From an optimization exercise on the open Yosys and OpenROAD flow, aimed at small area, a short achievable clock period and few clock cycles per item; shortcuts taken in it are not production practice. Only simulation tests tie the RTL to the original design; equivalence was not proved. No activity file was given, so power comes from the tool's default toggle rates.

## lane 1
Design iir_biquad_tdm, start of the top module:
module iir_biquad_tdm (
  input  logic               clk,
  input  logic               reset,
  input  logic               in_valid,
  output logic               in_ready,
  input  logic [1:0]         in_ch,
  input  logic [16:0]        x,
  input  logic               coef_we,
  input  logic [2:0]         coef_sel,
  input  logic [16:0]        coef_data,
  output logic               out_valid,
  output logic [1:0]         out_ch,
  output logic [16:0]        y,
  output logic               ovf
);
  logic [1:0]  slot, slot1, zc;
  logic        rdy_q, busy_q, rdy, v0;
  logic [1:0]  c0;
  logic [16:0] x0;
  logic [25:0] cb0, cb1, cb2, ca1, ca2;
  logic        pv;
  logic [2:0]  psel;
  logic [1:0]  pcnt;
  logic [16:0] pdata;
  logic [16:0] rx1 [4], rx2 [4], ry1 [4], ry2 [4];
  logic        vs1, vs2, vs3, vs4, vs5;
  logic [35:0] p1a, p1b, p2a, p2b, p3a, p3b, p4a, p4b, p5a, p5b;
  logic [35:0] q1a, q1b, q2a, q2b, q3a, q3b, q4a, q4b, q5a, q5b;
  logic [16:0] y_d;
  logic        ovf_d;
  logic        issue, cw, cw_d, apply, v0_n, pv_n, rdy_n;
  logic [1:0]  c0_n, pcnt_n;
  ...
Size in the first run: ~4500 cells after synthesis, about 65 I/O pins, about 53000 um2 of cells after synthesis.
Settings: LEC_CHECK=0, CAP_MARGIN=20, CORE_MARGIN=2, CORE_UTILIZATION=40, CTS_CLUSTER_DIAMETER=80, CTS_CLUSTER_SIZE=26, SLEW_MARGIN=20; clock period 13.0 ns.
standard.sh (not shown) runs the stock make flow with config.mk's settings and CLKGATE_MAP_FILE= SYNTH_SCRIPT=/design/flow/synth_recipe.tcl, a recipe that flattens the netlist after the stock synthesis.
==> flow/flow/run.sh <==
#!/bin/bash
# Standard ORFS layout with three changes to how it is made:
#  - after the standard synthesis, flow/invopt.py re-chooses the polarity of
#    each full adder (and of some two-level gates) to cancel the inverters
#    synthesis leaves between adders; the logic and registers are unchanged;
#  - the port buffers use a plain buffer cell instead of a delay buffer;
#  - the timing repair aims below the clock period (setup margin).
# Each tool's output goes to a log file of its own in this folder.
set -euo pipefail
cd "$(dirname "$0")/.."
KNOBS=(BUFFER_PORTS_ARGS="-buffer_cell sky130_fd_sc_hd__buf_4" SETUP_SLACK_MARGIN=9.3)
RES="$PWD/orfs/results/sky130hd/iir_biquad_tdm/base"
bash standard.sh "${KNOBS[@]}" "$RES/1_2_yosys.v" > flow_synth.log 2>&1
cp "$RES/1_2_yosys.v" yosys_netlist.v
python3 flow/invopt.py yosys_netlist.v "$RES/1_2_yosys.v" > invopt.log 2>&1
bash standard.sh "${KNOBS[@]}" finish > flow_make.log 2>&1
Other scripts of this flow, unchanged in this note and not shown: flow/flow/invopt.py
Testbench counts of lane 1, summed over its fixed seeds: cycles 4,256, items 4,096.
Input changes introduced in lane 2 (baseline for comparison: lane 1):
# lane 1
export LEC_CHECK = 0
export CAP_MARGIN = 20
export CORE_MARGIN = 2
export CORE_UTILIZATION = 40
export CTS_CLUSTER_DIAMETER = 80
export CTS_CLUSTER_SIZE = 26
export SLEW_MARGIN = 20
create_clock -name core_clock -period 13.0 [get_ports {clk}]
# lane 2
export LEC_CHECK = 0
export CAP_MARGIN = 20
export CORE_MARGIN = 2
export CORE_UTILIZATION = 40
export CTS_CLUSTER_DIAMETER = 90
export CTS_CLUSTER_SIZE = 30
export SLEW_MARGIN = 20
export TNS_END_PERCENT = 0
create_clock -name core_clock -period 13.0 [get_ports {clk}]
==> comparison <==
| internal power of the cells | lane 2 vs lane 1 | 170 uW lower |. Compared with lane 1, lane 2 shows a fmax that is 0.0040 GHz lower. Die outline height came out exactly the same in lane 1 and lane 2. The type of the setup path with the least slack comes out register to register in one run and register to primary output in the other, namely in lane 2 and lane 1 respectively. Lane 2: no failed stages, no open violations at the end. p1b[17] as the last element of the critical path was reported by lane 2, and y[6] by lane 1. Routed wire length went down slightly going from lane 1 to lane 2. Going from lane 1 to lane 2, the power per cell area was found to have gone down by about 1.2%. Lane 1 -> lane 2: cell count flat. The smallest setup slack after layout number comes out lower for lane 2 vs lane 1. Delta(global-route usage, lane 2 - lane 1) < 0. Lane 2 vs. lane 1: final area went down by about 0.8%. Comparing clock tree buffer count of the final layout for lane 1 and lane 2, the smaller number came from lane 2. Against lane 1, lane 2 comes in 0.16 points higher on register share of the cell area.

-- port drivers added, routing unchanged --
The results above use ideal ports. As a check the final layouts listed here were re-extracted and re-timed, cells and wires unchanged.
Step 1 (the two cells are an assumption about what drives the block):
set clk [get_ports {clk}]
set_driving_cell -lib_cell sky130_fd_sc_hd__clkbuf_16 $clk
set_driving_cell -lib_cell sky130_fd_sc_hd__buf_2 [delete_from_list [all_inputs] $clk]
Step 2 times the ports against the registers' clock, not the clock port: input delays grow and output delays shrink by t, the midpoint of the rising clock arrivals with the driver on.
a / b / c = no drivers / after step 1 / after step 2; a / b = the first two.
run | t (ns) | slack for setup (ns) | hold slack, ns | worst setup path after step 2 | cell pins on the clock port's net
lane 1 | 0.695 | 9.285 / 9.220 / 8.714 | 0.316 / 0.316 / 0.316 | input to register | 1
lane 2 | 0.696 | 9.229 / 9.165 / 8.701 | 0.301 / 0.301 / 0.301 | input to register | 1
After both steps every run listed still meets setup and hold. For lane 1, which loses most, drivers alone change the setup slack by -0.065 ns; drivers and shift together by -0.571 ns.
